What follows belongs to an exercise in optimizing a design on an open flow for small area and few clock cycles per item; a production flow would make more cautious choices.
At most, simulation tests tie the RTL to the original design; equivalence was not proved.
The RTL of run 1 was laid out without a check of its function.

## flow/design.v (module list and top-level ports; edited modules follow where they fit)
// module dct8c_ctrl: 21 lines
// module dct8_column_fixed_point: 5213 lines
// module dct8c_fa: 11 lines
// module dct8c_pc: 12 lines
module dct8_column_fixed_point
(
    input  logic                aclk,
    input  logic                aresetn,
    input  logic                s_valid,
    output logic                s_ready,
    input  logic signed [15:0]  s_sample_0,
    input  logic signed [15:0]  s_sample_1,
    input  logic signed [15:0]  s_sample_2,
    input  logic signed [15:0]  s_sample_3,
    input  logic signed [15:0]  s_sample_4,
    input  logic signed [15:0]  s_sample_5,
    input  logic signed [15:0]  s_sample_6,
    input  logic signed [15:0]  s_sample_7,
    output logic                m_valid,
    input  logic                m_ready,
    output logic signed [18:0]  m_coef_0,
    output logic signed [17:0]  m_coef_1,
    output logic signed [17:0]  m_coef_2,
    output logic signed [17:0]  m_coef_3,
    output logic signed [18:0]  m_coef_4,
    output logic signed [17:0]  m_coef_5,
    output logic signed [17:0]  m_coef_6,
    output logic signed [17:0]  m_coef_7
);
  // ...
==> flow/run.sh <==
#!/bin/bash
# synth_recipe.tcl (not shown) runs the flow's synth.tcl, then flattens the netlist and writes it again
# the make line also repeats each setting of config.mk as NAME=value (left out here)
make -C /OpenROAD-flow-scripts/flow DESIGN_CONFIG=/design/flow/config.mk WORK_HOME=/design/flow/orfs CLKGATE_MAP_FILE= SYNTH_SCRIPT=/design/flow/synth_recipe.tcl finish
==> flow/config.mk <==
export PLATFORM = sky130hd
export DESIGN_NAME = dct8_column_fixed_point
export DESIGN_NICKNAME = dct8_column_fixed_point
export VERILOG_FILES = /design/flow/design.v
export SDC_FILE = /design/flow/constraint.sdc
export NUM_CORES = 4
export LEC_CHECK = 0
export CAP_MARGIN = 20
export CORE_MARGIN = 2
export CORE_UTILIZATION = 66
export CTS_CLUSTER_DIAMETER = 110
export CTS_CLUSTER_SIZE = 28
export SLEW_MARGIN = 20
export SYNTH_HIERARCHICAL = 1
==> flow/constraint.sdc <==
create_clock -name core_clock -period 7.5 [get_ports {aclk}]
set_input_delay 1.5000 -clock core_clock [delete_from_list [all_inputs] [get_ports {aclk}]]
set_output_delay 1.5000 -clock core_clock [all_outputs]
set_load 0.01 [all_outputs]
==> run_results.csv, run 1 <==
group,metric,value,unit
logic_synthesis,synth_warnings,8,
layout,sh_seq_area,14.89,%
global_route,grt_max_degree,168,
layout,inv_count,709,
detailed_routing,initialDrtViolationCount,2112,
floorplan,die_w,268.2,um
logic_synthesis,synthAdderAreaFrac,60.48,%
logic_synthesis,synth_simple_gate_area_share,4.045,%
min_path,min_from,"ev_r1[2]$_DFFE_PP_",
layout,area_delta_synth_final,15.27,%
timing,hold_slack,425.9,ps
placement,dp.cells,5176,
floorplan,coreArea,0.06883,sq mm
status,run_status,"no timing/DRC/antenna violations",
global_route,track_usage,31.38,%
critical_path,ff2ff_path_depth,22,
clock_tree,post_cts_buffers,49,
layout,signal_buffers,550,
clock_tree,cts_buffers,14,
detailed_routing,wirelength,109000,um
critical_path,rr_startpoint,"qa_r1[13]$_DFFE_PP_",
==> run 2: changes to the inputs <==
--- a/flow/design.v
+++ b/flow/design.v
@@ -2710,75 +2710,65 @@
     assign os1 = {(p_2292 ^ G_2375), (p_2291 ^ G_2361), (p_2290 ^ G_2373), (p_2289 ^ G_2355), (p_2288 ^ G_2371), (p_2287 ^ G_2359), (p_2286 ^ G_2369), (p_2285 ^ G_2349), (p_2284 ^ G_2367), (p_2283 ^ G_2357), (p_2282 ^ G_2365), (p_2281 ^ G_2341), (p_2280 ^ G_2363), (p_2279 ^ G_2325), (p_2278 ^ g_2293), p_2277};
     assign os0 = {~(p_2292 ^ G_2443), ~(p_2291 ^ G_2429), ~(p_2290 ^ G_2441), ~(p_2289 ^ G_2423), ~(p_2288 ^ G_2439), ~(p_2287 ^ G_2427), ~(p_2286 ^ G_2437), ~(p_2285 ^ G_2417), ~(p_2284 ^ G_2435), ~(p_2283 ^ G_2425), ~(p_2282 ^ G_2433), ~(p_2281 ^ G_2409), ~(p_2280 ^ G_2431), ~(p_2279 ^ G_2393), ~(p_2278 ^ gs_2309), p_2277};
     logic signed [15:0] oq1_r2, oq0_r2, os1_r2, os0_r2;
-    always_ff @(posedge aclk) begin
-        if (load) begin
-            p0_r2 <= p0_r1;
-            p1_r2 <= p1_r1;
-            eu_r2 <= eu_r1;
-            ev_r2 <= ev_r1;
-            oq1_r2 <= oq1;
-            oq0_r2 <= oq0;
-            os1_r2 <= os1;
-            os0_r2 <= os0;
-        end
-    end
-    wire p_2445 = p0_r2[0] ^ p1_r2[0];
-    wire p_2446 = p0_r2[1] ^ p1_r2[1];
-    wire p_2447 = p0_r2[2] ^ p1_r2[2];
-    wire p_2448 = p0_r2[3] ^ p1_r2[3];
-    wire p_2449 = p0_r2[4] ^ p1_r2[4];
-    wire p_2450 = p0_r2[5] ^ p1_r2[5];
-    wire p_2451 = p0_r2[6] ^ p1_r2[6];
-    wire p_2452 = p0_r2[7] ^ p1_r2[7];
-    wire p_2453 = p0_r2[8] ^ p1_r2[8];
-    wire p_2454 = p0_r2[9] ^ p1_r2[9];
-    wire p_2455 = p0_r2[10] ^ p1_r2[10];
-    wire p_2456 = p0_r2[11] ^ p1_r2[11];
-    wire p_2457 = p0_r2[12] ^ p1_r2[12];
-    wire p_2458 = p0_r2[13] ^ p1_r2[13];
-    wire p_2459 = p0_r2[14] ^ p1_r2[14];
-    wire p_2460 = p0_r2[15] ^ p1_r2[15];
-    wire p_2461 = p0_r2[16] ^ p1_r2[16];
-    wire p_2462 = p0_r2[17] ^ p1_r2[17];
-    wire p_2463 = p0_r2[17] ^ p1_r2[17];
-    wire g_2464 = p0_r2[0] & p1_r2[0];
-    wire g_2465 = p0_r2[1] & p1_r2[1];
-    wire g_2466 = p0_r2[2] & p1_r2[2];
-    wire g_2467 = p0_r2[3] & p1_r2[3];
-    wire g_2468 = p0_r2[4] & p1_r2[4];
-    wire g_2469 = p0_r2[5] & p1_r2[5];
-    wire g_2470 = p0_r2[6] & p1_r2[6];
-    wire g_2471 = p0_r2[7] & p1_r2[7];
-    wire g_2472 = p0_r2[8] & p1_r2[8];
-    wire g_2473 = p0_r2[9] & p1_r2[9];
-    wire g_2474 = p0_r2[10] & p1_r2[10];
-    wire g_2475 = p0_r2[11] & p1_r2[11];
-    wire g_2476 = p0_r2[12] & p1_r2[12];
-    wire g_2477 = p0_r2[13] & p1_r2[13];
-    wire g_2478 = p0_r2[14] & p1_r2[14];
-    wire g_2479 = p0_r2[15] & p1_r2[15];
-    wire g_2480 = p0_r2[16] & p1_r2[16];
-    wire g_2481 = p0_r2[17] & p1_r2[17];
-    wire g_2482 = p0_r2[17] & p1_r2[17];
-    wire gs_2483 = p0_r2[0] | ~p1_r2[0];
-    wire gs_2484 = p0_r2[1] & ~p1_r2[1];
-    wire gs_2485 = p0_r2[2] & ~p1_r2[2];
-    wire gs_2486 = p0_r2[3] & ~p1_r2[3];
-    wire gs_2487 = p0_r2[4] & ~p1_r2[4];
-    wire gs_2488 = p0_r2[5] & ~p1_r2[5];
-    wire gs_2489 = p0_r2[6] & ~p1_r2[6];
-    wire gs_2490 = p0_r2[7] & ~p1_r2[7];
-    wire gs_2491 = p0_r2[8] & ~p1_r2[8];
-    wire gs_2492 = p0_r2[9] & ~p1_r2[9];
-    wire gs_2493 = p0_r2[10] & ~p1_r2[10];
-    wire gs_2494 = p0_r2[11] & ~p1_r2[11];
-    wire gs_2495 = p0_r2[12] & ~p1_r2[12];
-    wire gs_2496 = p0_r2[13] & ~p1_r2[13];
-    wire gs_2497 = p0_r2[14] & ~p1_r2[14];
-    wire gs_2498 = p0_r2[15] & ~p1_r2[15];
-    wire gs_2499 = p0_r2[16] & ~p1_r2[16];
-    wire gs_2500 = p0_r2[17] & ~p1_r2[17];
-    wire gs_2501 = p0_r2[17] & ~p1_r2[17];
+    logic signed [18:0] c0, c4, c0_r2, c4_r2;
+    logic signed [17:0] c2, c6, c2_r2, c6_r2;
+    wire p_2445 = p0_r1[0] ^ p1_r1[0];
+    wire p_2446 = p0_r1[1] ^ p1_r1[1];
+    wire p_2447 = p0_r1[2] ^ p1_r1[2];
+    wire p_2448 = p0_r1[3] ^ p1_r1[3];
+    wire p_2449 = p0_r1[4] ^ p1_r1[4];
+    wire p_2450 = p0_r1[5] ^ p1_r1[5];
+    wire p_2451 = p0_r1[6] ^ p1_r1[6];
+    wire p_2452 = p0_r1[7] ^ p1_r1[7];
+    wire p_2453 = p0_r1[8] ^ p1_r1[8];
+    wire p_2454 = p0_r1[9] ^ p1_r1[9];
+    wire p_2455 = p0_r1[10] ^ p1_r1[10];
+    wire p_2456 = p0_r1[11] ^ p1_r1[11];
+    wire p_2457 = p0_r1[12] ^ p1_r1[12];
+    wire p_2458 = p0_r1[13] ^ p1_r1[13];
+    wire p_2459 = p0_r1[14] ^ p1_r1[14];
+    wire p_2460 = p0_r1[15] ^ p1_r1[15];
+    wire p_2461 = p0_r1[16] ^ p1_r1[16];
+    wire p_2462 = p0_r1[17] ^ p1_r1[17];
+    wire p_2463 = p0_r1[17] ^ p1_r1[17];
+    wire g_2464 = p0_r1[0] & p1_r1[0];
+    wire g_2465 = p0_r1[1] & p1_r1[1];
+    wire g_2466 = p0_r1[2] & p1_r1[2];
+    wire g_2467 = p0_r1[3] & p1_r1[3];
+    wire g_2468 = p0_r1[4] & p1_r1[4];
+    wire g_2469 = p0_r1[5] & p1_r1[5];
+    wire g_2470 = p0_r1[6] & p1_r1[6];
+    wire g_2471 = p0_r1[7] & p1_r1[7];
+    wire g_2472 = p0_r1[8] & p1_r1[8];
+    wire g_2473 = p0_r1[9] & p1_r1[9];
+    wire g_2474 = p0_r1[10] & p1_r1[10];
+    wire g_2475 = p0_r1[11] & p1_r1[11];
+    wire g_2476 = p0_r1[12] & p1_r1[12];
+    wire g_2477 = p0_r1[13] & p1_r1[13];
+    wire g_2478 = p0_r1[14] & p1_r1[14];
+    wire g_2479 = p0_r1[15] & p1_r1[15];
+    wire g_2480 = p0_r1[16] & p1_r1[16];
+    wire g_2481 = p0_r1[17] & p1_r1[17];
+    wire g_2482 = p0_r1[17] & p1_r1[17];
+    wire gs_2483 = p0_r1[0] | ~p1_r1[0];
+    wire gs_2484 = p0_r1[1] & ~p1_r1[1];
+    wire gs_2485 = p0_r1[2] & ~p1_r1[2];
+    wire gs_2486 = p0_r1[3] & ~p1_r1[3];
+    wire gs_2487 = p0_r1[4] & ~p1_r1[4];
+    wire gs_2488 = p0_r1[5] & ~p1_r1[5];
+    wire gs_2489 = p0_r1[6] & ~p1_r1[6];
+    wire gs_2490 = p0_r1[7] & ~p1_r1[7];
+    wire gs_2491 = p0_r1[8] & ~p1_r1[8];
+    wire gs_2492 = p0_r1[9] & ~p1_r1[9];
+    wire gs_2493 = p0_r1[10] & ~p1_r1[10];
+    wire gs_2494 = p0_r1[11] & ~p1_r1[11];
+    wire gs_2495 = p0_r1[12] & ~p1_r1[12];
+    wire gs_2496 = p0_r1[13] & ~p1_r1[13];
+    wire gs_2497 = p0_r1[14] & ~p1_r1[14];
+    wire gs_2498 = p0_r1[15] & ~p1_r1[15];
+    wire gs_2499 = p0_r1[16] & ~p1_r1[16];
+    wire gs_2500 = p0_r1[17] & ~p1_r1[17];
+    wire gs_2501 = p0_r1[17] & ~p1_r1[17];
     wire G_2502 = g_2465 | (p_2446 & g_2464);
     wire P_2503 = p_2446 & p_2445;
     wire G_2504 = g_2467 | (p_2448 & g_2466);
@@ -2918,106 +2908,106 @@
     wire P_2638 = ps_2578 & P_2612;
     wire G_2639 = gs_2501 | (ps_2580 & G_2621);
     wire P_2640 = ps_2580 & P_2622;
-    assign m_coef_0 = {(p_2463 ^ G_2542), (p_2462 ^ G_2558), (p_2461 ^ G_2532), (p_2460 ^ G_2556), (p_2459 ^ G_2540), (p_2458 ^ G_2554), (p_2457 ^ G_2534), (p_2456 ^ G_2552), (p_2455 ^ G_2538), (p_2454 ^ G_2550), (p_2453 ^ G_2528), (p_2452 ^ G_2548), (p_2451 ^ G_2536), (p_2450 ^ G_2546), (p_2449 ^ G_2520), (p_2448 ^ G_2544), (p_2447 ^ G_2502), (p_2446 ^ g_2464), p_2445};
-    assign m_coef_4 = {~(p_2463 ^ G_2621), ~(p_2462 ^ G_2637), ~(p_2461 ^ G_2611), ~(p_2460 ^ G_2635), ~(p_2459 ^ G_2619), ~(p_2458 ^ G_2633), ~(p_2457 ^ G_2613), ~(p_2456 ^ G_2631), ~(p_2455 ^ G_2617), ~(p_2454 ^ G_2629), ~(p_2453 ^ G_2607), ~(p_2452 ^ G_2627), ~(p_2451 ^ G_2615), ~(p_2450 ^ G_2625), ~(p_2449 ^ G_2599), ~(p_2448 ^ G_2623), ~(p_2447 ^ G_2581), ~(p_2446 ^ gs_2483), p_2445};
+    assign c0 = {(p_2463 ^ G_2542), (p_2462 ^ G_2558), (p_2461 ^ G_2532), (p_2460 ^ G_2556), (p_2459 ^ G_2540), (p_2458 ^ G_2554), (p_2457 ^ G_2534), (p_2456 ^ G_2552), (p_2455 ^ G_2538), (p_2454 ^ G_2550), (p_2453 ^ G_2528), (p_2452 ^ G_2548), (p_2451 ^ G_2536), (p_2450 ^ G_2546), (p_2449 ^ G_2520), (p_2448 ^ G_2544), (p_2447 ^ G_2502), (p_2446 ^ g_2464), p_2445};
+    assign c4 = {~(p_2463 ^ G_2621), ~(p_2462 ^ G_2637), ~(p_2461 ^ G_2611), ~(p_2460 ^ G_2635), ~(p_2459 ^ G_2619), ~(p_2458 ^ G_2633), ~(p_2457 ^ G_2613), ~(p_2456 ^ G_2631), ~(p_2455 ^ G_2617), ~(p_2454 ^ G_2629), ~(p_2453 ^ G_2607), ~(p_2452 ^ G_2627), ~(p_2451 ^ G_2615), ~(p_2450 ^ G_2625), ~(p_2449 ^ G_2599), ~(p_2448 ^ G_2623), ~(p_2447 ^ G_2581), ~(p_2446 ^ gs_2483), p_2445};
     wire s_2641, c_2642;
-    assign s_2641 = eu_r2[5] ^ eu_r2[3];
-    assign c_2642 = eu_r2[5] & eu_r2[3];
+    assign s_2641 = eu_r1[5] ^ eu_r1[3];
+    assign c_2642 = eu_r1[5] & eu_r1[3];
     wire s_2643, c_2644;
-    dct8c_fa u_s_2643 (.a(eu_r2[9]), .b(eu_r2[0]), .c(ev_r2[13]), .s(s_2643), .co(c_2644));
+    dct8c_fa u_s_2643 (.a(eu_r1[9]), .b(eu_r1[0]), .c(ev_r1[13]), .s(s_2643), .co(c_2644));
     wire s_2645, c_2646;
-    assign s_2645 = ev_r2[3] ^ ~eu_r2[6];
-    assign c_2646 = ev_r2[3] & ~eu_r2[6];
+    assign s_2645 = ev_r1[3] ^ ~eu_r1[6];
+    assign c_2646 = ev_r1[3] & ~eu_r1[6];
     wire s_2647, c_2648;
-    dct8c_fa u_s_2647 (.a(eu_r2[10]), .b(eu_r2[1]), .c(ev_r2[14]), .s(s_2647), .co(c_2648));
+    dct8c_fa u_s_2647 (.a(eu_r1[10]), .b(eu_r1[1]), .c(ev_r1[14]), .s(s_2647), .co(c_2648));
     wire s_2649, c_2650;
-    dct8c_fa u_s_2649 (.a(eu_r2[7]), .b(eu_r2[5]), .c(ev_r2[8]), .s(s_2649), .co(c_2650));
+    dct8c_fa u_s_2649 (.a(eu_r1[7]), .b(eu_r1[5]), .c(ev_r1[8]), .s(s_2649), .co(c_2650));
     wire s_2651, c_2652;
-    dct8c_fa u_s_2651 (.a(eu_r2[11]), .b(eu_r2[2]), .c(ev_r2[15]), .s(s_2651), .co(c_2652));
+    dct8c_fa u_s_2651 (.a(eu_r1[11]), .b(eu_r1[2]), .c(ev_r1[15]), .s(s_2651), .co(c_2652));
     wire s_2653, c_2654;
-    dct8c_fa u_s_2653 (.a(eu_r2[8]), .b(eu_r2[6]), .c(ev_r2[9]), .s(s_2653), .co(c_2654));
+    dct8c_fa u_s_2653 (.a(eu_r1[8]), .b(eu_r1[6]), .c(ev_r1[9]), .s(s_2653), .co(c_2654));
     wire s_2655, c_2656;
-    assign s_2655 = eu_r2[9] ^ eu_r2[7];
-    assign c_2656 = eu_r2[9] & eu_r2[7];
+    assign s_2655 = eu_r1[9] ^ eu_r1[7];
+    assign c_2656 = eu_r1[9] & eu_r1[7];
     wire s_2657, c_2658;
-    dct8c_fa u_s_2657 (.a(ev_r2[16]), .b(ev_r2[10]), .c(ev_r2[4]), .s(s_2657), .co(c_2658));
+    dct8c_fa u_s_2657 (.a(ev_r1[16]), .b(ev_r1[10]), .c(ev_r1[4]), .s(s_2657), .co(c_2658));
     wire s_2659, c_2660;
-    assign s_2659 = eu_r2[12] ^ eu_r2[3];
-    assign c_2660 = eu_r2[12] & eu_r2[3];
+    assign s_2659 = eu_r1[12] ^ eu_r1[3];
+    assign c_2660 = eu_r1[12] & eu_r1[3];
     wire s_2661, c_2662;
-    assign s_2661 = eu_r2[10] ^ eu_r2[8];
-    assign c_2662 = eu_r2[10] & eu_r2[8];
+    assign s_2661 = eu_r1[10] ^ eu_r1[8];
+    assign c_2662 = eu_r1[10] & eu_r1[8];
     wire s_2663, c_2664;
-    dct8c_fa u_s_2663 (.a(eu_r2[13]), .b(eu_r2[4]), .c(ev_r2[7]), .s(s_2663), .co(c_2664));
+    dct8c_fa u_s_2663 (.a(eu_r1[13]), .b(eu_r1[4]), .c(ev_r1[7]), .s(s_2663), .co(c_2664));
     wire s_2665, c_2666;
-    assign s_2665 = ~ev_r2[11] ^ ~ev_r2[5];
-    assign c_2666 = ~ev_r2[11] & ~ev_r2[5];
+    assign s_2665 = ~ev_r1[11] ^ ~ev_r1[5];
+    assign c_2666 = ~ev_r1[11] & ~ev_r1[5];
     wire s_2667, c_2668;
-    assign s_2667 = eu_r2[11] ^ eu_r2[9];
-    assign c_2668 = eu_r2[11] & eu_r2[9];
+    assign s_2667 = eu_r1[11] ^ eu_r1[9];
+    assign c_2668 = eu_r1[11] & eu_r1[9];
     wire s_2669, c_2670;
-    dct8c_fa u_s_2669 (.a(eu_r2[14]), .b(eu_r2[5]), .c(ev_r2[8]), .s(s_2669), .co(c_2670));
+    dct8c_fa u_s_2669 (.a(eu_r1[14]), .b(eu_r1[5]), .c(ev_r1[8]), .s(s_2669), .co(c_2670));
     wire s_2671, c_2672;
-    assign s_2671 = ~ev_r2[12] ^ ~ev_r2[6];
-    assign c_2672 = ~ev_r2[12] & ~ev_r2[6];
+    assign s_2671 = ~ev_r1[12] ^ ~ev_r1[6];
+    assign c_2672 = ~ev_r1[12] & ~ev_r1[6];
     wire s_2673, c_2674;
-    assign s_2673 = eu_r2[12] ^ eu_r2[10];
-    assign c_2674 = eu_r2[12] & eu_r2[10];
+    assign s_2673 = eu_r1[12] ^ eu_r1[10];
+    assign c_2674 = eu_r1[12] & eu_r1[10];
     wire s_2675, c_2676;
-    dct8c_fa u_s_2675 (.a(eu_r2[15]), .b(eu_r2[6]), .c(ev_r2[9]), .s(s_2675), .co(c_2676));
+    dct8c_fa u_s_2675 (.a(eu_r1[15]), .b(eu_r1[6]), .c(ev_r1[9]), .s(s_2675), .co(c_2676));
     wire s_2677, c_2678;
-    assign s_2677 = ~ev_r2[13] ^ ~ev_r2[7];
-    assign c_2678 = ~ev_r2[13] & ~ev_r2[7];
+    assign s_2677 = ~ev_r1[13] ^ ~ev_r1[7];
+    assign c_2678 = ~ev_r1[13] & ~ev_r1[7];
     wire s_2679, c_2680;
-    dct8c_fa u_s_2679 (.a(eu_r2[16]), .b(eu_r2[13]), .c(eu_r2[11]), .s(s_2679), .co(c_2680));
+    dct8c_fa u_s_2679 (.a(eu_r1[16]), .b(eu_r1[13]), .c(eu_r1[11]), .s(s_2679), .co(c_2680));
     wire s_2681, c_2682;
-    dct8c_fa u_s_2681 (.a(eu_r2[7]), .b(ev_r2[10]), .c(~ev_r2[14]), .s(s_2681), .co(c_2682));
+    dct8c_fa u_s_2681 (.a(eu_r1[7]), .b(ev_r1[10]), .c(~ev_r1[14]), .s(s_2681), .co(c_2682));
     wire s_2683, c_2684;
-    assign s_2683 = eu_r2[14] ^ eu_r2[12];
-    assign c_2684 = eu_r2[14] & eu_r2[12];
+    assign s_2683 = eu_r1[14] ^ eu_r1[12];
+    assign c_2684 = eu_r1[14] & eu_r1[12];
     wire s_2685, c_2686;
-    assign s_2685 = eu_r2[8] ^ ev_r2[11];
-    assign c_2686 = eu_r2[8] & ev_r2[11];
+    assign s_2685 = eu_r1[8] ^ ev_r1[11];
+    assign c_2686 = eu_r1[8] & ev_r1[11];
     wire s_2687, c_2688;
-    dct8c_fa u_s_2687 (.a(eu_r2[9]), .b(ev_r2[16]), .c(ev_r2[12]), .s(s_2687), .co(c_2688));
+    dct8c_fa u_s_2687 (.a(eu_r1[9]), .b(ev_r1[16]), .c(ev_r1[12]), .s(s_2687), .co(c_2688));
     wire s_2689, c_2690;
-    assign s_2689 = eu_r2[3] ^ ev_r2[7];
-    assign c_2690 = eu_r2[3] & ev_r2[7];
+    assign s_2689 = eu_r1[3] ^ ev_r1[7];
+    assign c_2690 = eu_r1[3] & ev_r1[7];
     wire s_2691, c_2692;
-    assign s_2691 = eu_r2[4] ^ ev_r2[8];
-    assign c_2692 = eu_r2[4] & ev_r2[8];
+    assign s_2691 = eu_r1[4] ^ ev_r1[8];
+    assign c_2692 = eu_r1[4] & ev_r1[8];
     wire s_2693, c_2694;
-    assign s_2693 = eu_r2[2] ^ eu_r2[0];
-    assign c_2694 = eu_r2[2] & eu_r2[0];
+    assign s_2693 = eu_r1[2] ^ eu_r1[0];
+    assign c_2694 = eu_r1[2] & eu_r1[0];
     wire s_2695, c_2696;
-    assign s_2695 = eu_r2[5] ^ ev_r2[9];
-    assign c_2696 = eu_r2[5] & ev_r2[9];
+    assign s_2695 = eu_r1[5] ^ ev_r1[9];
+    assign c_2696 = eu_r1[5] & ev_r1[9];
     wire s_2697, c_2698;
-    dct8c_fa u_s_2697 (.a(eu_r2[6]), .b(ev_r2[10]), .c(ev_r2[0]), .s(s_2697), .co(c_2698));
+    dct8c_fa u_s_2697 (.a(eu_r1[6]), .b(ev_r1[10]), .c(ev_r1[0]), .s(s_2697), .co(c_2698));
     wire s_2699, c_2700;
-    dct8c_fa u_s_2699 (.a(eu_r2[3]), .b(eu_r2[1]), .c(ev_r2[4]), .s(s_2699), .co(c_2700));
+    dct8c_fa u_s_2699 (.a(eu_r1[3]), .b(eu_r1[1]), .c(ev_r1[4]), .s(s_2699), .co(c_2700));
     wire s_2701, c_2702;
-    dct8c_fa u_s_2701 (.a(eu_r2[7]), .b(ev_r2[11]), .c(ev_r2[1]), .s(s_2701), .co(c_2702));
+    dct8c_fa u_s_2701 (.a(eu_r1[7]), .b(ev_r1[11]), .c(ev_r1[1]), .s(s_2701), .co(c_2702));
     wire s_2703, c_2704;
-    dct8c_fa u_s_2703 (.a(eu_r2[4]), .b(eu_r2[2]), .c(ev_r2[5]), .s(s_2703), .co(c_2704));
+    dct8c_fa u_s_2703 (.a(eu_r1[4]), .b(eu_r1[2]), .c(ev_r1[5]), .s(s_2703), .co(c_2704));
     wire s_2705, c_2706;
-    dct8c_fa u_s_2705 (.a(eu_r2[8]), .b(ev_r2[12]), .c(ev_r2[2]), .s(s_2705), .co(c_2706));
+    dct8c_fa u_s_2705 (.a(eu_r1[8]), .b(ev_r1[12]), .c(ev_r1[2]), .s(s_2705), .co(c_2706));
     wire s_2707, c_2708;
-    dct8c_fa u_s_2707 (.a(ev_r2[6]), .b(ev_r2[0]), .c(s_2641), .s(s_2707), .co(c_2708));
+    dct8c_fa u_s_2707 (.a(ev_r1[6]), .b(ev_r1[0]), .c(s_2641), .s(s_2707), .co(c_2708));
     wire s_2709, c_2710;
-    dct8c_fa u_s_2709 (.a(eu_r2[4]), .b(ev_r2[7]), .c(ev_r2[1]), .s(s_2709), .co(c_2710));
+    dct8c_fa u_s_2709 (.a(eu_r1[4]), .b(ev_r1[7]), .c(ev_r1[1]), .s(s_2709), .co(c_2710));
     wire s_2711, c_2712;
     dct8c_fa u_s_2711 (.a(s_2643), .b(s_2645), .c(~c_2642), .s(s_2711), .co(c_2712));
     wire s_2713, c_2714;
-    dct8c_fa u_s_2713 (.a(ev_r2[4]), .b(s_2647), .c(c_2644), .s(s_2713), .co(c_2714));
+    dct8c_fa u_s_2713 (.a(ev_r1[4]), .b(s_2647), .c(c_2644), .s(s_2713), .co(c_2714));
     wire s_2715, c_2716;
-    dct8c_fa u_s_2715 (.a(~c_2646), .b(ev_r2[2]), .c(s_2649), .s(s_2715), .co(c_2716));
+    dct8c_fa u_s_2715 (.a(~c_2646), .b(ev_r1[2]), .c(s_2649), .s(s_2715), .co(c_2716));
     wire s_2717, c_2718;
-    dct8c_fa u_s_2717 (.a(ev_r2[5]), .b(s_2651), .c(c_2648), .s(s_2717), .co(c_2718));
+    dct8c_fa u_s_2717 (.a(ev_r1[5]), .b(s_2651), .c(c_2648), .s(s_2717), .co(c_2718));
     wire s_2719, c_2720;
-    dct8c_fa u_s_2719 (.a(ev_r2[3]), .b(s_2653), .c(c_2650), .s(s_2719), .co(c_2720));
+    dct8c_fa u_s_2719 (.a(ev_r1[3]), .b(s_2653), .c(c_2650), .s(s_2719), .co(c_2720));
     wire s_2721, c_2722;
-    dct8c_fa u_s_2721 (.a(ev_r2[6]), .b(s_2659), .c(c_2652), .s(s_2721), .co(c_2722));
+    dct8c_fa u_s_2721 (.a(ev_r1[6]), .b(s_2659), .c(c_2652), .s(s_2721), .co(c_2722));
     wire s_2723, c_2724;
     dct8c_fa u_s_2723 (.a(s_2655), .b(s_2657), .c(c_2654), .s(s_2723), .co(c_2724));
     wire s_2725, c_2726;
@@ -3035,37 +3025,37 @@
     wire s_2737, c_2738;
     dct8c_fa u_s_2737 (.a(s_2681), .b(c_2676), .c(c_2678), .s(s_2737), .co(c_2738));
     wire s_2739, c_2740;
-    dct8c_fa u_s_2739 (.a(ev_r2[8]), .b(s_2679), .c(c_2674), .s(s_2739), .co(c_2740));
+    dct8c_fa u_s_2739 (.a(ev_r1[8]), .b(s_2679), .c(c_2674), .s(s_2739), .co(c_2740));
     wire s_2741, c_2742;
-    dct8c_fa u_s_2741 (.a(ev_r2[15]), .b(ev_r2[9]), .c(s_2683), .s(s_2741), .co(c_2742));
+    dct8c_fa u_s_2741 (.a(ev_r1[15]), .b(ev_r1[9]), .c(s_2683), .s(s_2741), .co(c_2742));
     wire s_2743, c_2744;
     dct8c_fa u_s_2743 (.a(s_2685), .b(c_2682), .c(~c_2680), .s(s_2743), .co(c_2744));
     wire s_2745, c_2746;
-    dct8c_fa u_s_2745 (.a(eu_r2[15]), .b(eu_r2[13]), .c(ev_r2[10]), .s(s_2745), .co(c_2746));
+    dct8c_fa u_s_2745 (.a(eu_r1[15]), .b(eu_r1[13]), .c(ev_r1[10]), .s(s_2745), .co(c_2746));
     wire s_2747, c_2748;
     dct8c_fa u_s_2747 (.a(s_2687), .b(c_2686), .c(~c_2684), .s(s_2747), .co(c_2748));
     wire s_2749, c_2750;
-    dct8c_fa u_s_2749 (.a(eu_r2[16]), .b(eu_r2[10]), .c(ev_r2[13]), .s(s_2749), .co(c_2750));
+    dct8c_fa u_s_2749 (.a(eu_r1[16]), .b(eu_r1[10]), .c(ev_r1[13]), .s(s_2749), .co(c_2750));
     wire s_2751, c_2752;
-    dct8c_fa u_s_2751 (.a(~c_2688), .b(eu_r2[14]), .c(ev_r2[11]), .s(s_2751), .co(c_2752));
+    dct8c_fa u_s_2751 (.a(~c_2688), .b(eu_r1[14]), .c(ev_r1[11]), .s(s_2751), .co(c_2752));
     wire s_2753, c_2754;
-    assign s_2753 = eu_r2[15] ^ ev_r2[12];
-    assign c_2754 = eu_r2[15] & ev_r2[12];
+    assign s_2753 = eu_r1[15] ^ ev_r1[12];
+    assign c_2754 = eu_r1[15] & ev_r1[12];
     wire s_2755, c_2756;
-    assign s_2755 = eu_r2[11] ^ ev_r2[14];
-    assign c_2756 = eu_r2[11] & ev_r2[14];
+    assign s_2755 = eu_r1[11] ^ ev_r1[14];
+    assign c_2756 = eu_r1[11] & ev_r1[14];
     wire s_2757, c_2758;
-    dct8c_fa u_s_2757 (.a(eu_r2[16]), .b(eu_r2[12]), .c(ev_r2[15]), .s(s_2757), .co(c_2758));
+    dct8c_fa u_s_2757 (.a(eu_r1[16]), .b(eu_r1[12]), .c(ev_r1[15]), .s(s_2757), .co(c_2758));
     wire s_2759, c_2760;
-    assign s_2759 = eu_r2[2] ^ ev_r2[6];
-    assign c_2760 = eu_r2[2] & ev_r2[6];
+    assign s_2759 = eu_r1[2] ^ ev_r1[6];
+    assign c_2760 = eu_r1[2] & ev_r1[6];
     wire s_2761, c_2762;
-    assign s_2761 = eu_r2[0] ^ ev_r2[1];
-    assign c_2762 = eu_r2[0] & ev_r2[1];
+    assign s_2761 = eu_r1[0] ^ ev_r1[1];
+    assign c_2762 = eu_r1[0] & ev_r1[1];
     wire s_2763, c_2764;
-    dct8c_fa u_s_2763 (.a(s_2691), .b(c_2690), .c(~eu_r2[1]), .s(s_2763), .co(c_2764));
+    dct8c_fa u_s_2763 (.a(s_2691), .b(c_2690), .c(~eu_r1[1]), .s(s_2763), .co(c_2764));
     wire s_2765, c_2766;
-    dct8c_fa u_s_2765 (.a(s_2695), .b(c_2692), .c(~ev_r2[3]), .s(s_2765), .co(c_2766));
+    dct8c_fa u_s_2765 (.a(s_2695), .b(c_2692), .c(~ev_r1[3]), .s(s_2765), .co(c_2766));
     wire s_2767, c_2768;
     dct8c_fa u_s_2767 (.a(s_2697), .b(c_2696), .c(~s_2699), .s(s_2767), .co(c_2768));
     wire s_2769, c_2770;
@@ -3097,19 +3087,19 @@
     wire s_2795, c_2796;
     dct8c_fa u_s_2795 (.a(s_2755), .b(c_2750), .c(~s_2753), .s(s_2795), .co(c_2796));
     wire s_2797, c_2798;
-    dct8c_fa u_s_2797 (.a(s_2757), .b(c_2756), .c(~ev_r2[13]), .s(s_2797), .co(c_2798));
+    dct8c_fa u_s_2797 (.a(s_2757), .b(c_2756), .c(~ev_r1[13]), .s(s_2797), .co(c_2798));
     wire s_2799, c_2800;
-    dct8c_fa u_s_2799 (.a(eu_r2[13]), .b(c_2758), .c(~ev_r2[16]), .s(s_2799), .co(c_2800));
+    dct8c_fa u_s_2799 (.a(eu_r1[13]), .b(c_2758), .c(~ev_r1[16]), .s(s_2799), .co(c_2800));
     wire s_2801, c_2802;
-    assign s_2801 = eu_r2[14] ^ ~ev_r2[15];
-    assign c_2802 = eu_r2[14] & ~ev_r2[15];
+    assign s_2801 = eu_r1[14] ^ ~ev_r1[15];
+    assign c_2802 = eu_r1[14] & ~ev_r1[15];
     wire s_2803, c_2804;
-    assign s_2803 = s_2759 ^ ~ev_r2[0];
-    assign c_2804 = s_2759 & ~ev_r2[0];
+    assign s_2803 = s_2759 ^ ~ev_r1[0];
+    assign c_2804 = s_2759 & ~ev_r1[0];
     wire s_2805, c_2806;
     dct8c_fa u_s_2805 (.a(s_2689), .b(c_2760), .c(~s_2761), .s(s_2805), .co(c_2806));
     wire s_2807, c_2808;
-    dct8c_fa u_s_2807 (.a(~s_2763), .b(ev_r2[2]), .c(c_2762), .s(s_2807), .co(c_2808));
+    dct8c_fa u_s_2807 (.a(~s_2763), .b(ev_r1[2]), .c(c_2762), .s(s_2807), .co(c_2808));
     wire s_2809, c_2810;
     dct8c_fa u_s_2809 (.a(s_2765), .b(c_2764), .c(~s_2693), .s(s_2809), .co(c_2810));
     wire s_2811, c_2812;
@@ -3145,24 +3135,24 @@
     wire s_2841, c_2842;
     dct8c_fa u_s_2841 (.a(s_2797), .b(c_2796), .c(~c_2754), .s(s_2841), .co(c_2842));
     wire s_2843, c_2844;
-    dct8c_fa u_s_2843 (.a(s_2799), .b(c_2798), .c(~ev_r2[14]), .s(s_2843), .co(c_2844));
+    dct8c_fa u_s_2843 (.a(s_2799), .b(c_2798), .c(~ev_r1[14]), .s(s_2843), .co(c_2844));
     wire s_2845, c_2846;
     dct8c_fa u_s_2845 (.a(s_2801), .b(c_2800), .c(1'b1), .s(s_2845), .co(c_2846));
     wire s_2847, c_2848;
-    dct8c_fa u_s_2847 (.a(eu_r2[15]), .b(ev_r2[16]), .c(c_2802), .s(s_2847), .co(c_2848));
+    dct8c_fa u_s_2847 (.a(eu_r1[15]), .b(ev_r1[16]), .c(c_2802), .s(s_2847), .co(c_2848));
     wire [30:0] ta_2849, tb_2850;
-    assign ta_2849[0] = ev_r2[0];
+    assign ta_2849[0] = ev_r1[0];
     assign tb_2850[0] = 1'b0;
-    assign ta_2849[1] = ev_r2[1];
+    assign ta_2849[1] = ev_r1[1];
     assign tb_2850[1] = 1'b0;
-    assign ta_2849[2] = ev_r2[2];
+    assign ta_2849[2] = ev_r1[2];
     assign tb_2850[2] = 1'b0;
-    assign ta_2849[3] = ev_r2[3];
+    assign ta_2849[3] = ev_r1[3];
     assign tb_2850[3] = 1'b0;
-    assign ta_2849[4] = eu_r2[0];
-    assign tb_2850[4] = ev_r2[4];
-    assign ta_2849[5] = eu_r2[1];
-    assign tb_2850[5] = ev_r2[5];
+    assign ta_2849[4] = eu_r1[0];
+    assign tb_2850[4] = ev_r1[4];
+    assign ta_2849[5] = eu_r1[1];
+    assign tb_2850[5] = ev_r1[5];
     assign ta_2849[6] = 1'b1;
     assign tb_2850[6] = s_2803;
     assign ta_2849[7] = s_2805;
@@ -3209,7 +3199,7 @@
     assign tb_2850[27] = c_2844;
     assign ta_2849[28] = s_2847;
     assign tb_2850[28] = c_2846;
-    assign ta_2849[29] = ~eu_r2[16];
+    assign ta_2849[29] = ~eu_r1[16];
     assign tb_2850[29] = c_2848;
     assign ta_2849[30] = 1'b1;
     assign tb_2850[30] = 1'b0;
@@ -3379,97 +3369,97 @@
     wire P_3014 = p_2879 & P_2972;
     wire G_3015 = g_2912 | (p_2881 & G_2985);
     wire P_3016 = p_2881 & P_2986;
-    assign m_coef_2 = {(p_2881 ^ G_2985), (p_2880 ^ G_3013), (p_2879 ^ G_2971), (p_2878 ^ G_3011), (p_2877 ^ G_2983), (p_2876 ^ G_3009), (p_2875 ^ G_2965), (p_2874 ^ G_3007), (p_2873 ^ G_2981), (p_2872 ^ G_3005), (p_2871 ^ G_2969), (p_2870 ^ G_3003), (p_2869 ^ G_2979), (p_2868 ^ G_3001), (p_2867 ^ G_2963), (p_2866 ^ G_2999), (p_2865 ^ G_2977), (p_2864 ^ G_2997)};
+    assign c2 = {(p_2881 ^ G_2985), (p_2880 ^ G_3013), (p_2879 ^ G_2971), (p_2878 ^ G_3011), (p_2877 ^ G_2983), (p_2876 ^ G_3009), (p_2875 ^ G_2965), (p_2874 ^ G_3007), (p_2873 ^ G_2981), (p_2872 ^ G_3005), (p_2871 ^ G_2969), (p_2870 ^ G_3003), (p_2869 ^ G_2979), (p_2868 ^ G_3001), (p_2867 ^ G_2963), (p_2866 ^ G_2999), (p_2865 ^ G_2977), (p_2864 ^ G_2997)};
     wire s_3017, c_3018;
-    dct8c_fa u_s_3017 (.a(eu_r2[12]), .b(eu_r2[2]), .c(ev_r2[5]), .s(s_3017), .co(c_3018));
+    dct8c_fa u_s_3017 (.a(eu_r1[12]), .b(eu_r1[2]), .c(ev_r1[5]), .s(s_3017), .co(c_3018));
     wire s_3019, c_3020;
-    assign s_3019 = eu_r2[7] ^ eu_r2[1];
-    assign c_3020 = eu_r2[7] & eu_r2[1];
+    assign s_3019 = eu_r1[7] ^ eu_r1[1];
+    assign c_3020 = eu_r1[7] & eu_r1[1];
     wire s_3021, c_3022;
-    dct8c_fa u_s_3021 (.a(eu_r2[13]), .b(eu_r2[3]), .c(ev_r2[6]), .s(s_3021), .co(c_3022));
+    dct8c_fa u_s_3021 (.a(eu_r1[13]), .b(eu_r1[3]), .c(ev_r1[6]), .s(s_3021), .co(c_3022));
     wire s_3023, c_3024;
-    dct8c_fa u_s_3023 (.a(eu_r2[14]), .b(eu_r2[4]), .c(ev_r2[7]), .s(s_3023), .co(c_3024));
+    dct8c_fa u_s_3023 (.a(eu_r1[14]), .b(eu_r1[4]), .c(ev_r1[7]), .s(s_3023), .co(c_3024));
     wire s_3025, c_3026;
-    dct8c_fa u_s_3025 (.a(eu_r2[8]), .b(eu_r2[2]), .c(ev_r2[10]), .s(s_3025), .co(c_3026));
+    dct8c_fa u_s_3025 (.a(eu_r1[8]), .b(eu_r1[2]), .c(ev_r1[10]), .s(s_3025), .co(c_3026));
     wire s_3027, c_3028;
-    dct8c_fa u_s_3027 (.a(eu_r2[15]), .b(eu_r2[5]), .c(ev_r2[8]), .s(s_3027), .co(c_3028));
+    dct8c_fa u_s_3027 (.a(eu_r1[15]), .b(eu_r1[5]), .c(ev_r1[8]), .s(s_3027), .co(c_3028));
     wire s_3029, c_3030;
-    dct8c_fa u_s_3029 (.a(eu_r2[9]), .b(eu_r2[3]), .c(ev_r2[11]), .s(s_3029), .co(c_3030));
+    dct8c_fa u_s_3029 (.a(eu_r1[9]), .b(eu_r1[3]), .c(ev_r1[11]), .s(s_3029), .co(c_3030));
     wire s_3031, c_3032;
-    assign s_3031 = eu_r2[16] ^ eu_r2[10];
-    assign c_3032 = eu_r2[16] & eu_r2[10];
+    assign s_3031 = eu_r1[16] ^ eu_r1[10];
+    assign c_3032 = eu_r1[16] & eu_r1[10];
     wire s_3033, c_3034;
-    dct8c_fa u_s_3033 (.a(eu_r2[4]), .b(ev_r2[12]), .c(ev_r2[3]), .s(s_3033), .co(c_3034));
+    dct8c_fa u_s_3033 (.a(eu_r1[4]), .b(ev_r1[12]), .c(ev_r1[3]), .s(s_3033), .co(c_3034));
     wire s_3035, c_3036;
-    assign s_3035 = eu_r2[6] ^ ev_r2[9];
-    assign c_3036 = eu_r2[6] & ev_r2[9];
+    assign s_3035 = eu_r1[6] ^ ev_r1[9];
+    assign c_3036 = eu_r1[6] & ev_r1[9];
     wire s_3037, c_3038;
-    assign s_3037 = eu_r2[11] ^ eu_r2[5];
-    assign c_3038 = eu_r2[11] & eu_r2[5];
+    assign s_3037 = eu_r1[11] ^ eu_r1[5];
+    assign c_3038 = eu_r1[11] & eu_r1[5];
     wire s_3039, c_3040;
-    dct8c_fa u_s_3039 (.a(eu_r2[7]), .b(ev_r2[10]), .c(ev_r2[8]), .s(s_3039), .co(c_3040));
+    dct8c_fa u_s_3039 (.a(eu_r1[7]), .b(ev_r1[10]), .c(ev_r1[8]), .s(s_3039), .co(c_3040));
     wire s_3041, c_3042;
-    assign s_3041 = ~ev_r2[13] ^ ~ev_r2[4];
-    assign c_3042 = ~ev_r2[13] & ~ev_r2[4];
+    assign s_3041 = ~ev_r1[13] ^ ~ev_r1[4];
+    assign c_3042 = ~ev_r1[13] & ~ev_r1[4];
     wire s_3043, c_3044;
-    assign s_3043 = eu_r2[12] ^ eu_r2[6];
-    assign c_3044 = eu_r2[12] & eu_r2[6];
+    assign s_3043 = eu_r1[12] ^ eu_r1[6];
+    assign c_3044 = eu_r1[12] & eu_r1[6];
     wire s_3045, c_3046;
-    dct8c_fa u_s_3045 (.a(eu_r2[8]), .b(ev_r2[11]), .c(ev_r2[9]), .s(s_3045), .co(c_3046));
+    dct8c_fa u_s_3045 (.a(eu_r1[8]), .b(ev_r1[11]), .c(ev_r1[9]), .s(s_3045), .co(c_3046));
     wire s_3047, c_3048;
-    assign s_3047 = ~ev_r2[14] ^ ~ev_r2[5];
-    assign c_3048 = ~ev_r2[14] & ~ev_r2[5];
+    assign s_3047 = ~ev_r1[14] ^ ~ev_r1[5];
+    assign c_3048 = ~ev_r1[14] & ~ev_r1[5];
     wire s_3049, c_3050;
-    assign s_3049 = eu_r2[13] ^ eu_r2[7];
-    assign c_3050 = eu_r2[13] & eu_r2[7];
+    assign s_3049 = eu_r1[13] ^ eu_r1[7];
+    assign c_3050 = eu_r1[13] & eu_r1[7];
     wire s_3051, c_3052;
-    dct8c_fa u_s_3051 (.a(eu_r2[9]), .b(ev_r2[12]), .c(ev_r2[10]), .s(s_3051), .co(c_3052));
+    dct8c_fa u_s_3051 (.a(eu_r1[9]), .b(ev_r1[12]), .c(ev_r1[10]), .s(s_3051), .co(c_3052));
     wire s_3053, c_3054;
-    assign s_3053 = ~ev_r2[15] ^ ~ev_r2[6];
-    assign c_3054 = ~ev_r2[15] & ~ev_r2[6];
+    assign s_3053 = ~ev_r1[15] ^ ~ev_r1[6];
+    assign c_3054 = ~ev_r1[15] & ~ev_r1[6];
     wire s_3055, c_3056;
-    dct8c_fa u_s_3055 (.a(eu_r2[10]), .b(ev_r2[16]), .c(ev_r2[13]), .s(s_3055), .co(c_3056));
+    dct8c_fa u_s_3055 (.a(eu_r1[10]), .b(ev_r1[16]), .c(ev_r1[13]), .s(s_3055), .co(c_3056));
     wire s_3057, c_3058;
-    dct8c_fa u_s_3057 (.a(eu_r2[14]), .b(eu_r2[8]), .c(ev_r2[7]), .s(s_3057), .co(c_3058));
+    dct8c_fa u_s_3057 (.a(eu_r1[14]), .b(eu_r1[8]), .c(ev_r1[7]), .s(s_3057), .co(c_3058));
     wire s_3059, c_3060;
-    assign s_3059 = eu_r2[15] ^ eu_r2[9];
-    assign c_3060 = eu_r2[15] & eu_r2[9];
+    assign s_3059 = eu_r1[15] ^ eu_r1[9];
+    assign c_3060 = eu_r1[15] & eu_r1[9];
     wire s_3061, c_3062;
-    assign s_3061 = eu_r2[11] ^ ev_r2[14];
-    assign c_3062 = eu_r2[11] & ev_r2[14];
+    assign s_3061 = eu_r1[11] ^ ev_r1[14];
+    assign c_3062 = eu_r1[11] & ev_r1[14];
     wire s_3063, c_3064;
-    dct8c_fa u_s_3063 (.a(eu_r2[16]), .b(eu_r2[12]), .c(ev_r2[15]), .s(s_3063), .co(c_3064));
+    dct8c_fa u_s_3063 (.a(eu_r1[16]), .b(eu_r1[12]), .c(ev_r1[15]), .s(s_3063), .co(c_3064));
     wire s_3065, c_3066;
-    assign s_3065 = eu_r2[9] ^ ev_r2[2];
-    assign c_3066 = eu_r2[9] & ev_r2[2];
+    assign s_3065 = eu_r1[9] ^ ev_r1[2];
+    assign c_3066 = eu_r1[9] & ev_r1[2];
     wire s_3067, c_3068;
-    dct8c_fa u_s_3067 (.a(eu_r2[10]), .b(eu_r2[0]), .c(ev_r2[3]), .s(s_3067), .co(c_3068));
+    dct8c_fa u_s_3067 (.a(eu_r1[10]), .b(eu_r1[0]), .c(ev_r1[3]), .s(s_3067), .co(c_3068));
     wire s_3069, c_3070;
-    assign s_3069 = ev_r2[1] ^ ~eu_r2[4];
-    assign c_3070 = ev_r2[1] & ~eu_r2[4];
+    assign s_3069 = ev_r1[1] ^ ~eu_r1[4];
+    assign c_3070 = ev_r1[1] & ~eu_r1[4];
     wire s_3071, c_3072;
-    dct8c_fa u_s_3071 (.a(eu_r2[11]), .b(eu_r2[1]), .c(ev_r2[4]), .s(s_3071), .co(c_3072));
+    dct8c_fa u_s_3071 (.a(eu_r1[11]), .b(eu_r1[1]), .c(ev_r1[4]), .s(s_3071), .co(c_3072));
     wire s_3073, c_3074;
-    dct8c_fa u_s_3073 (.a(~ev_r2[2]), .b(eu_r2[5]), .c(ev_r2[7]), .s(s_3073), .co(c_3074));
+    dct8c_fa u_s_3073 (.a(~ev_r1[2]), .b(eu_r1[5]), .c(ev_r1[7]), .s(s_3073), .co(c_3074));
     wire s_3075, c_3076;
-    assign s_3075 = eu_r2[6] ^ eu_r2[0];
-    assign c_3076 = eu_r2[6] & eu_r2[0];
+    assign s_3075 = eu_r1[6] ^ eu_r1[0];
+    assign c_3076 = eu_r1[6] & eu_r1[0];
     wire s_3077, c_3078;
-    dct8c_fa u_s_3077 (.a(ev_r2[3]), .b(s_3017), .c(~ev_r2[8]), .s(s_3077), .co(c_3078));
+    dct8c_fa u_s_3077 (.a(ev_r1[3]), .b(s_3017), .c(~ev_r1[8]), .s(s_3077), .co(c_3078));
     wire s_3079, c_3080;
-    dct8c_fa u_s_3079 (.a(ev_r2[4]), .b(s_3021), .c(c_3018), .s(s_3079), .co(c_3080));
+    dct8c_fa u_s_3079 (.a(ev_r1[4]), .b(s_3021), .c(c_3018), .s(s_3079), .co(c_3080));
     wire s_3081, c_3082;
-    dct8c_fa u_s_3081 (.a(ev_r2[9]), .b(ev_r2[0]), .c(s_3019), .s(s_3081), .co(c_3082));
+    dct8c_fa u_s_3081 (.a(ev_r1[9]), .b(ev_r1[0]), .c(s_3019), .s(s_3081), .co(c_3082));
     wire s_3083, c_3084;
-    dct8c_fa u_s_3083 (.a(ev_r2[5]), .b(s_3023), .c(c_3022), .s(s_3083), .co(c_3084));
+    dct8c_fa u_s_3083 (.a(ev_r1[5]), .b(s_3023), .c(c_3022), .s(s_3083), .co(c_3084));
     wire s_3085, c_3086;
-    dct8c_fa u_s_3085 (.a(ev_r2[1]), .b(s_3025), .c(c_3020), .s(s_3085), .co(c_3086));
+    dct8c_fa u_s_3085 (.a(ev_r1[1]), .b(s_3025), .c(c_3020), .s(s_3085), .co(c_3086));
     wire s_3087, c_3088;
-    dct8c_fa u_s_3087 (.a(ev_r2[6]), .b(s_3027), .c(c_3024), .s(s_3087), .co(c_3088));
+    dct8c_fa u_s_3087 (.a(ev_r1[6]), .b(s_3027), .c(c_3024), .s(s_3087), .co(c_3088));
     wire s_3089, c_3090;
-    dct8c_fa u_s_3089 (.a(ev_r2[2]), .b(s_3029), .c(c_3026), .s(s_3089), .co(c_3090));
+    dct8c_fa u_s_3089 (.a(ev_r1[2]), .b(s_3029), .c(c_3026), .s(s_3089), .co(c_3090));
     wire s_3091, c_3092;
-    dct8c_fa u_s_3091 (.a(ev_r2[7]), .b(s_3035), .c(c_3028), .s(s_3091), .co(c_3092));
+    dct8c_fa u_s_3091 (.a(ev_r1[7]), .b(s_3035), .c(c_3028), .s(s_3091), .co(c_3092));
     wire s_3093, c_3094;
     dct8c_fa u_s_3093 (.a(s_3031), .b(s_3033), .c(c_3030), .s(s_3093), .co(c_3094));
     wire s_3095, c_3096;
@@ -3485,38 +3475,38 @@
     wire s_3105, c_3106;
     dct8c_fa u_s_3105 (.a(~c_3048), .b(s_3049), .c(c_3044), .s(s_3105), .co(c_3106));
     wire s_3107, c_3108;
-    dct8c_fa u_s_3107 (.a(ev_r2[11]), .b(s_3055), .c(c_3052), .s(s_3107), .co(c_3108));
+    dct8c_fa u_s_3107 (.a(ev_r1[11]), .b(s_3055), .c(c_3052), .s(s_3107), .co(c_3108));
     wire s_3109, c_3110;
     dct8c_fa u_s_3109 (.a(~c_3054), .b(s_3057), .c(c_3050), .s(s_3109), .co(c_3110));
     wire s_3111, c_3112;
-    dct8c_fa u_s_3111 (.a(ev_r2[12]), .b(s_3061), .c(c_3056), .s(s_3111), .co(c_3112));
+    dct8c_fa u_s_3111 (.a(ev_r1[12]), .b(s_3061), .c(c_3056), .s(s_3111), .co(c_3112));
     wire s_3113, c_3114;
-    dct8c_fa u_s_3113 (.a(ev_r2[8]), .b(s_3059), .c(c_3058), .s(s_3113), .co(c_3114));
+    dct8c_fa u_s_3113 (.a(ev_r1[8]), .b(s_3059), .c(c_3058), .s(s_3113), .co(c_3114));
     wire s_3115, c_3116;
-    dct8c_fa u_s_3115 (.a(ev_r2[13]), .b(s_3063), .c(c_3062), .s(s_3115), .co(c_3116));
+    dct8c_fa u_s_3115 (.a(ev_r1[13]), .b(s_3063), .c(c_3062), .s(s_3115), .co(c_3116));
     wire s_3117, c_3118;
-    dct8c_fa u_s_3117 (.a(eu_r2[10]), .b(ev_r2[9]), .c(c_3060), .s(s_3117), .co(c_3118));
+    dct8c_fa u_s_3117 (.a(eu_r1[10]), .b(ev_r1[9]), .c(c_3060), .s(s_3117), .co(c_3118));
     wire s_3119, c_3120;
-    dct8c_fa u_s_3119 (.a(eu_r2[13]), .b(ev_r2[14]), .c(c_3064), .s(s_3119), .co(c_3120));
+    dct8c_fa u_s_3119 (.a(eu_r1[13]), .b(ev_r1[14]), .c(c_3064), .s(s_3119), .co(c_3120));
     wire s_3121, c_3122;
-    dct8c_fa u_s_3121 (.a(eu_r2[11]), .b(ev_r2[16]), .c(ev_r2[10]), .s(s_3121), .co(c_3122));
+    dct8c_fa u_s_3121 (.a(eu_r1[11]), .b(ev_r1[16]), .c(ev_r1[10]), .s(s_3121), .co(c_3122));
     wire s_3123, c_3124;
-    assign s_3123 = eu_r2[12] ^ ev_r2[11];
-    assign c_3124 = eu_r2[12] & ev_r2[11];
+    assign s_3123 = eu_r1[12] ^ ev_r1[11];
+    assign c_3124 = eu_r1[12] & ev_r1[11];
     wire s_3125, c_3126;
-    assign s_3125 = eu_r2[14] ^ ev_r2[15];
-    assign c_3126 = eu_r2[14] & ev_r2[15];
+    assign s_3125 = eu_r1[14] ^ ev_r1[15];
+    assign c_3126 = eu_r1[14] & ev_r1[15];
     wire s_3127, c_3128;
-    dct8c_fa u_s_3127 (.a(eu_r2[13]), .b(ev_r2[16]), .c(ev_r2[12]), .s(s_3127), .co(c_3128));
+    dct8c_fa u_s_3127 (.a(eu_r1[13]), .b(ev_r1[16]), .c(ev_r1[12]), .s(s_3127), .co(c_3128));
     wire s_3129, c_3130;
-    assign s_3129 = eu_r2[0] ^ ev_r2[2];
-    assign c_3130 = eu_r2[0] & ev_r2[2];
+    assign s_3129 = eu_r1[0] ^ ev_r1[2];
+    assign c_3130 = eu_r1[0] & ev_r1[2];
     wire s_3131, c_3132;
-    dct8c_fa u_s_3131 (.a(eu_r2[7]), .b(ev_r2[0]), .c(~eu_r2[1]), .s(s_3131), .co(c_3132));
+    dct8c_fa u_s_3131 (.a(eu_r1[7]), .b(ev_r1[0]), .c(~eu_r1[1]), .s(s_3131), .co(c_3132));
     wire s_3133, c_3134;
-    dct8c_fa u_s_3133 (.a(eu_r2[8]), .b(ev_r2[1]), .c(~eu_r2[2]), .s(s_3133), .co(c_3134));
+    dct8c_fa u_s_3133 (.a(eu_r1[8]), .b(ev_r1[1]), .c(~eu_r1[2]), .s(s_3133), .co(c_3134));
     wire s_3135, c_3136;
-    dct8c_fa u_s_3135 (.a(ev_r2[0]), .b(s_3065), .c(~eu_r2[3]), .s(s_3135), .co(c_3136));
+    dct8c_fa u_s_3135 (.a(ev_r1[0]), .b(s_3065), .c(~eu_r1[3]), .s(s_3135), .co(c_3136));
     wire s_3137, c_3138;
     dct8c_fa u_s_3137 (.a(s_3067), .b(s_3069), .c(c_3066), .s(s_3137), .co(c_3138));
     wire s_3139, c_3140;
@@ -3548,29 +3538,29 @@
     wire s_3165, c_3166;
     dct8c_fa u_s_3165 (.a(s_3125), .b(c_3120), .c(~s_3123), .s(s_3165), .co(c_3166));
     wire s_3167, c_3168;
-    dct8c_fa u_s_3167 (.a(eu_r2[15]), .b(c_3126), .c(~s_3127), .s(s_3167), .co(c_3168));
+    dct8c_fa u_s_3167 (.a(eu_r1[15]), .b(c_3126), .c(~s_3127), .s(s_3167), .co(c_3168));
     wire s_3169, c_3170;
-    dct8c_fa u_s_3169 (.a(eu_r2[16]), .b(eu_r2[14]), .c(ev_r2[13]), .s(s_3169), .co(c_3170));
+    dct8c_fa u_s_3169 (.a(eu_r1[16]), .b(eu_r1[14]), .c(ev_r1[13]), .s(s_3169), .co(c_3170));
     wire s_3171, c_3172;
-    assign s_3171 = eu_r2[15] ^ ev_r2[14];
-    assign c_3172 = eu_r2[15] & ev_r2[14];
+    assign s_3171 = eu_r1[15] ^ ev_r1[14];
+    assign c_3172 = eu_r1[15] & ev_r1[14];
     wire s_3173, c_3174;
-    assign s_3173 = eu_r2[4] ^ ~ev_r2[0];
-    assign c_3174 = eu_r2[4] & ~ev_r2[0];
+    assign s_3173 = eu_r1[4] ^ ~ev_r1[0];
+    assign c_3174 = eu_r1[4] & ~ev_r1[0];
     wire s_3175, c_3176;
-    assign s_3175 = eu_r2[5] ^ ~ev_r2[1];
-    assign c_3176 = eu_r2[5] & ~ev_r2[1];
+    assign s_3175 = eu_r1[5] ^ ~ev_r1[1];
+    assign c_3176 = eu_r1[5] & ~ev_r1[1];
     wire s_3177, c_3178;
-    assign s_3177 = eu_r2[6] ^ ~s_3129;
-    assign c_3178 = eu_r2[6] & ~s_3129;
+    assign s_3177 = eu_r1[6] ^ ~s_3129;
+    assign c_3178 = eu_r1[6] & ~s_3129;
     wire s_3179, c_3180;
-    dct8c_fa u_s_3179 (.a(~s_3131), .b(ev_r2[3]), .c(c_3130), .s(s_3179), .co(c_3180));
+    dct8c_fa u_s_3179 (.a(~s_3131), .b(ev_r1[3]), .c(c_3130), .s(s_3179), .co(c_3180));
     wire s_3181, c_3182;
-    dct8c_fa u_s_3181 (.a(s_3133), .b(c_3132), .c(~ev_r2[4]), .s(s_3181), .co(c_3182));
+    dct8c_fa u_s_3181 (.a(s_3133), .b(c_3132), .c(~ev_r1[4]), .s(s_3181), .co(c_3182));
     wire s_3183, c_3184;
-    dct8c_fa u_s_3183 (.a(s_3135), .b(c_3134), .c(~ev_r2[5]), .s(s_3183), .co(c_3184));
+    dct8c_fa u_s_3183 (.a(s_3135), .b(c_3134), .c(~ev_r1[5]), .s(s_3183), .co(c_3184));
     wire s_3185, c_3186;
-    dct8c_fa u_s_3185 (.a(s_3137), .b(c_3136), .c(~ev_r2[6]), .s(s_3185), .co(c_3186));
+    dct8c_fa u_s_3185 (.a(s_3137), .b(c_3136), .c(~ev_r1[6]), .s(s_3185), .co(c_3186));
     wire s_3187, c_3188;
     dct8c_fa u_s_3187 (.a(s_3139), .b(c_3138), .c(~s_3073), .s(s_3187), .co(c_3188));
     wire s_3189, c_3190;
@@ -3607,15 +3597,15 @@
     assign s_3219 = ~s_3171 ^ ~c_3170;
     assign c_3220 = ~s_3171 & ~c_3170;
     wire s_3221, c_3222;
-    dct8c_fa u_s_3221 (.a(~eu_r2[16]), .b(ev_r2[15]), .c(c_3172), .s(s_3221), .co(c_3222));
+    dct8c_fa u_s_3221 (.a(~eu_r1[16]), .b(ev_r1[15]), .c(c_3172), .s(s_3221), .co(c_3222));
     wire [30:0] ta_3223, tb_3224;
-    assign ta_3223[0] = eu_r2[0];
+    assign ta_3223[0] = eu_r1[0];
     assign tb_3224[0] = 1'b0;
-    assign ta_3223[1] = eu_r2[1];
+    assign ta_3223[1] = eu_r1[1];
     assign tb_3224[1] = 1'b0;
-    assign ta_3223[2] = eu_r2[2];
+    assign ta_3223[2] = eu_r1[2];
     assign tb_3224[2] = 1'b0;
-    assign ta_3223[3] = eu_r2[3];
+    assign ta_3223[3] = eu_r1[3];
     assign tb_3224[3] = 1'b0;
     assign ta_3223[4] = 1'b1;
     assign tb_3224[4] = s_3173;
@@ -3667,7 +3657,7 @@
     assign tb_3224[27] = ~c_3218;
     assign ta_3223[28] = ~s_3221;
     assign tb_3224[28] = c_3220;
-    assign ta_3223[29] = ev_r2[16];
+    assign ta_3223[29] = ev_r1[16];
     assign tb_3224[29] = ~c_3222;
     assign ta_3223[30] = 1'b1;
     assign tb_3224[30] = 1'b0;
@@ -3837,7 +3827,23 @@
     wire P_3388 = p_3253 & P_3346;
     wire G_3389 = g_3286 | (p_3255 & G_3359);
     wire P_3390 = p_3255 & P_3360;
-    assign m_coef_6 = {(p_3255 ^ G_3359), (p_3254 ^ G_3387), (p_3253 ^ G_3345), (p_3252 ^ G_3385), (p_3251 ^ G_3357), (p_3250 ^ G_3383), (p_3249 ^ G_3339), (p_3248 ^ G_3381), (p_3247 ^ G_3355), (p_3246 ^ G_3379), (p_3245 ^ G_3343), (p_3244 ^ G_3377), (p_3243 ^ G_3353), (p_3242 ^ G_3375), (p_3241 ^ G_3337), (p_3240 ^ G_3373), (p_3239 ^ G_3351), (p_3238 ^ G_3371)};
+    assign c6 = {(p_3255 ^ G_3359), (p_3254 ^ G_3387), (p_3253 ^ G_3345), (p_3252 ^ G_3385), (p_3251 ^ G_3357), (p_3250 ^ G_3383), (p_3249 ^ G_3339), (p_3248 ^ G_3381), (p_3247 ^ G_3355), (p_3246 ^ G_3379), (p_3245 ^ G_3343), (p_3244 ^ G_3377), (p_3243 ^ G_3353), (p_3242 ^ G_3375), (p_3241 ^ G_3337), (p_3240 ^ G_3373), (p_3239 ^ G_3351), (p_3238 ^ G_3371)};
+    always_ff @(posedge aclk) begin
+        if (load) begin
+            c0_r2 <= c0;
+            c4_r2 <= c4;
+            c2_r2 <= c2;
+            c6_r2 <= c6;
+            oq1_r2 <= oq1;
+            oq0_r2 <= oq0;
+            os1_r2 <= os1;
+            os0_r2 <= os0;
+        end
+    end
+    assign m_coef_0 = c0_r2;
+    assign m_coef_4 = c4_r2;
+    assign m_coef_2 = c2_r2;
+    assign m_coef_6 = c6_r2;
     wire s_3391, c_3392;
     assign s_3391 = oq1_r2[9] ^ oq1_r2[7];
     assign c_3392 = oq1_r2[9] & oq1_r2[7];
@@ -5254,15 +5260,3 @@
     assign s  = a ^ b ^ c;
     assign co = (a & b) | (a & c) | (b & c);
 endmodule
-module dct8c_pc
-(
-    input  logic g,
-    input  logic p,
-    input  logic gl,
-    input  logic pl,
-    output logic go,
-    output logic po
-);
-    assign go = g | (p & gl);
-    assign po = p & pl;
-endmodule
--- a/flow/config.mk
+++ b/flow/config.mk
@@ -7,8 +7,9 @@
 export LEC_CHECK = 0
 export CAP_MARGIN = 20
 export CORE_MARGIN = 2
-export CORE_UTILIZATION = 66
+export CORE_UTILIZATION = 60
 export CTS_CLUSTER_DIAMETER = 110
 export CTS_CLUSTER_SIZE = 28
+export PLACE_DENSITY = 0.72
 export SLEW_MARGIN = 20
 export SYNTH_HIERARCHICAL = 1
==> run_results.csv, run 2 <==
group,metric,value,unit
floorplan,die_h,281.4,um
critical_path,crit_slowest_cell,"fa_1",
logic_synthesis,synth_warnings,8,
critical_path,crit_end,"m_coef_1[15]",
timing,slew_viol_final,0,
critical_path,crit_path_max_incr_delay,580,ps
logic_synthesis,synth_top_area_share,42.80,%
critical_path,ff2ff_path_depth,25,
detailed_routing,vias,29144,
timing,post-route-min-period,7330,ps
clock_tree,cts_max_level,1,
clock_tree,holdBufCountCts,0,
global_route,grt_max_degree,78,
layout,nFillCells,5659,
placement,gp_congestion,0.8829,
timing,finalHoldViolations,0,
critical_path,rr_startpoint,"sa_r1[12]$_DFFE_PP_",
global_route,track_usage,28.11,%
timing,setup_violations,0,
layout,drive_above_1_share,7.000,%
logic_synthesis,synth_top_area_cell,"fa_1",
clock_tree,clk_pin_slew,110,ps
global_route,grt_pass1_wl,169100,um
timing,relSlewSlack,35.44,%
clock_tree,cts.sinks,268,
layout,fin_util,69.25,%
detailed_routing,wl_per_cell,19.94,um
logic_synthesis,synth.most_common_cell,"fa_1",
clock_tree,root_buffer,"clkbuf_16",
critical_path,setup.worst_path.start,"oq1_r2[11]$_DFFE_PP_",
layout,fin_cells,5353,
layout,largest_register,"c4_r2",
detailed_routing,wirelength,106700,um
status,run_status,"no timing/DRC/antenna violations",
placement,place_hpwl,91800,um
floorplan,fp-row-count,101,
critical_path,cp.arrival,5830,ps
global_route,grt_pass1_vias,31339,
min_path,hold_depth,2,
flow_run,max-cap-violations,0,
timing,worst_pin_slew,968.4,ps
layout,largest_reg_flops,19,
min_path,hp-class,"reg -> reg",
layout,layout_common_cells,"984 x fa_1, 708 x inv_1, 636 x ha_1",
layout,area_delta_synth_final,14.10,%
critical_path,crit_path_start_kind,"register",
layout,multi_input_comb_area,0.03584,sq mm
critical_path,endpoint_kind,"output port",
timing,fin_skew,39.63,ps
floorplan,coreArea,0.07608,sq mm
detailed_routing,vias_per_cell,5.444,
floorplan,ios,280,
layout,final_common_cell,"fa_1",
detailed_routing,drt_pass1_iterations,5,
logic_synthesis,postSynthCellCount,3785,
logic_synthesis,synth_common_cells,"987 x fa_1, 709 x inv_1, 647 x ha_1",
timing,clock.fmax,0.1364,GHz
critical_path,crit_required,6000,ps
clock_tree,cts_buffers,15,
clock_tree,cts_tree,"done",
floorplan,die_w,281.4,um
critical_path,crit_top_cell,"fa_1",
detailed_routing,drc_errors,0,
placement,dp.cells,5255,
critical_path,worstReg2RegEnd,"os0_r2[15]$_DFFE_PP_",
detailed_routing,initialDrtViolationCount,1474,
timing,setup_slack,170.0,ps
-- run 2: layer usage --
layer	GRT usage, %	vias to the layer above	routed length, um
met5	0	-	108
met4	8.674	18	4014
met3	4.715	155	7304
met2	47.40	752	52330
met1	37.58	14915	42990
li1	-	13304	-
-- run 2: Yosys stat by module, one instance, submodules excluded --
module | area (sq um) | times used | cells inside
dct8_column_fixed_point | 30570 | 1 | 3002
dct8c_fa | 20.02 | 775 | 1
dct8c_ctrl | 82.58 | 1 | 8
-- run 2: final cells by class --
type                    count  share of cell area (%)
clock inverters             5                  0.1663
multi-input cells        2832                   68.04
inverters                 709                   5.059
well taps                1030                   2.446
clock buffers              18                  0.7339
diodes                      9                 0.04275
repair buffers            482                   8.277
flip-flops and latches    268                   15.24
-- run 2: how the worst min path moves through the flow --
stage | startpoint | to | slack, ps
after floorplan | u_ctrl.valid1$_SDFFE_PN0P_ | u_ctrl.valid1$_SDFFE_PN0P_ | 440
after global placement | u_ctrl.valid1$_SDFFE_PN0P_ | u_ctrl.valid1$_SDFFE_PN0P_ | 450
after detailed placement | u_ctrl.valid1$_SDFFE_PN0P_ | u_ctrl.valid1$_SDFFE_PN0P_ | 460
after CTS | u_ctrl.valid1$_SDFFE_PN0P_ | u_ctrl.valid1$_SDFFE_PN0P_ | 470
after global routing | u_ctrl.valid1$_SDFFE_PN0P_ | u_ctrl.valid$_SDFFE_PN0P_ | 510
final | u_ctrl.valid1$_SDFFE_PN0P_ | u_ctrl.valid1$_SDFFE_PN0P_ | 470
-- run 2: per-stage QoR --
stage,TNS [ps],hold slack (ps)
final,0,466.1
after global routing,-185.5,508.8
after CTS,0,472.6
after detailed placement,0,457.0
after global placement,0,449.5
after floorplan,0,438.3
-- run 2: cells by family (layout without fill, tap and decap cells) --
| kind of cell | count (synthesis) | after routing | synth area share (%) |
|---|---|---|---|
| AOI/OAI and AO/OA | 527 | 527 | 7.658 |
| xor gates and xnor gates | 242 | 242 | 4.591 |
| adders and majority gates | 1634 | 1634 | 60.33 |
| buffers and inverters | 728 | 1214 | 5.927 |
| DFF | 268 | 268 | 17.39 |
| muxes | 3 | 3 | 0.06504 |
| other | 1 | 53 | 0.008122 |
| and+or+nand+nor | 382 | 382 | 4.035 |
-- run 2: critical path: cells and delay by family, from the launching register on --
family | cells | cell delay [ps]
buffers and inverters | 3 | 590
flip-flops | 1 | 480
adder cells (fa/ha/maj) | 6 | 2820
AND/OR/NAND/NOR | 1 | 40
AO/OA/AOI/OAI | 7 | 1350
-- run 2: repair_timing --
action | CTS | global route
resized for setup | 38 | 78
setup endpoints to repair | 35 | 47
setup buffers | 47 | 19
pin swaps | 10 | 26
Testbench counts of run 2, summed over its fixed seeds: cycles 32,016, columns 32,000.

Check on run 2: ideal ports give 0.170 ns setup slack; a clkbuf_16 on the clock port and buf_2 on the inputs give 0.109 ns; moving port delays by the midpoint clock arrival (0.582 ns) as well gives -0.010 ns.
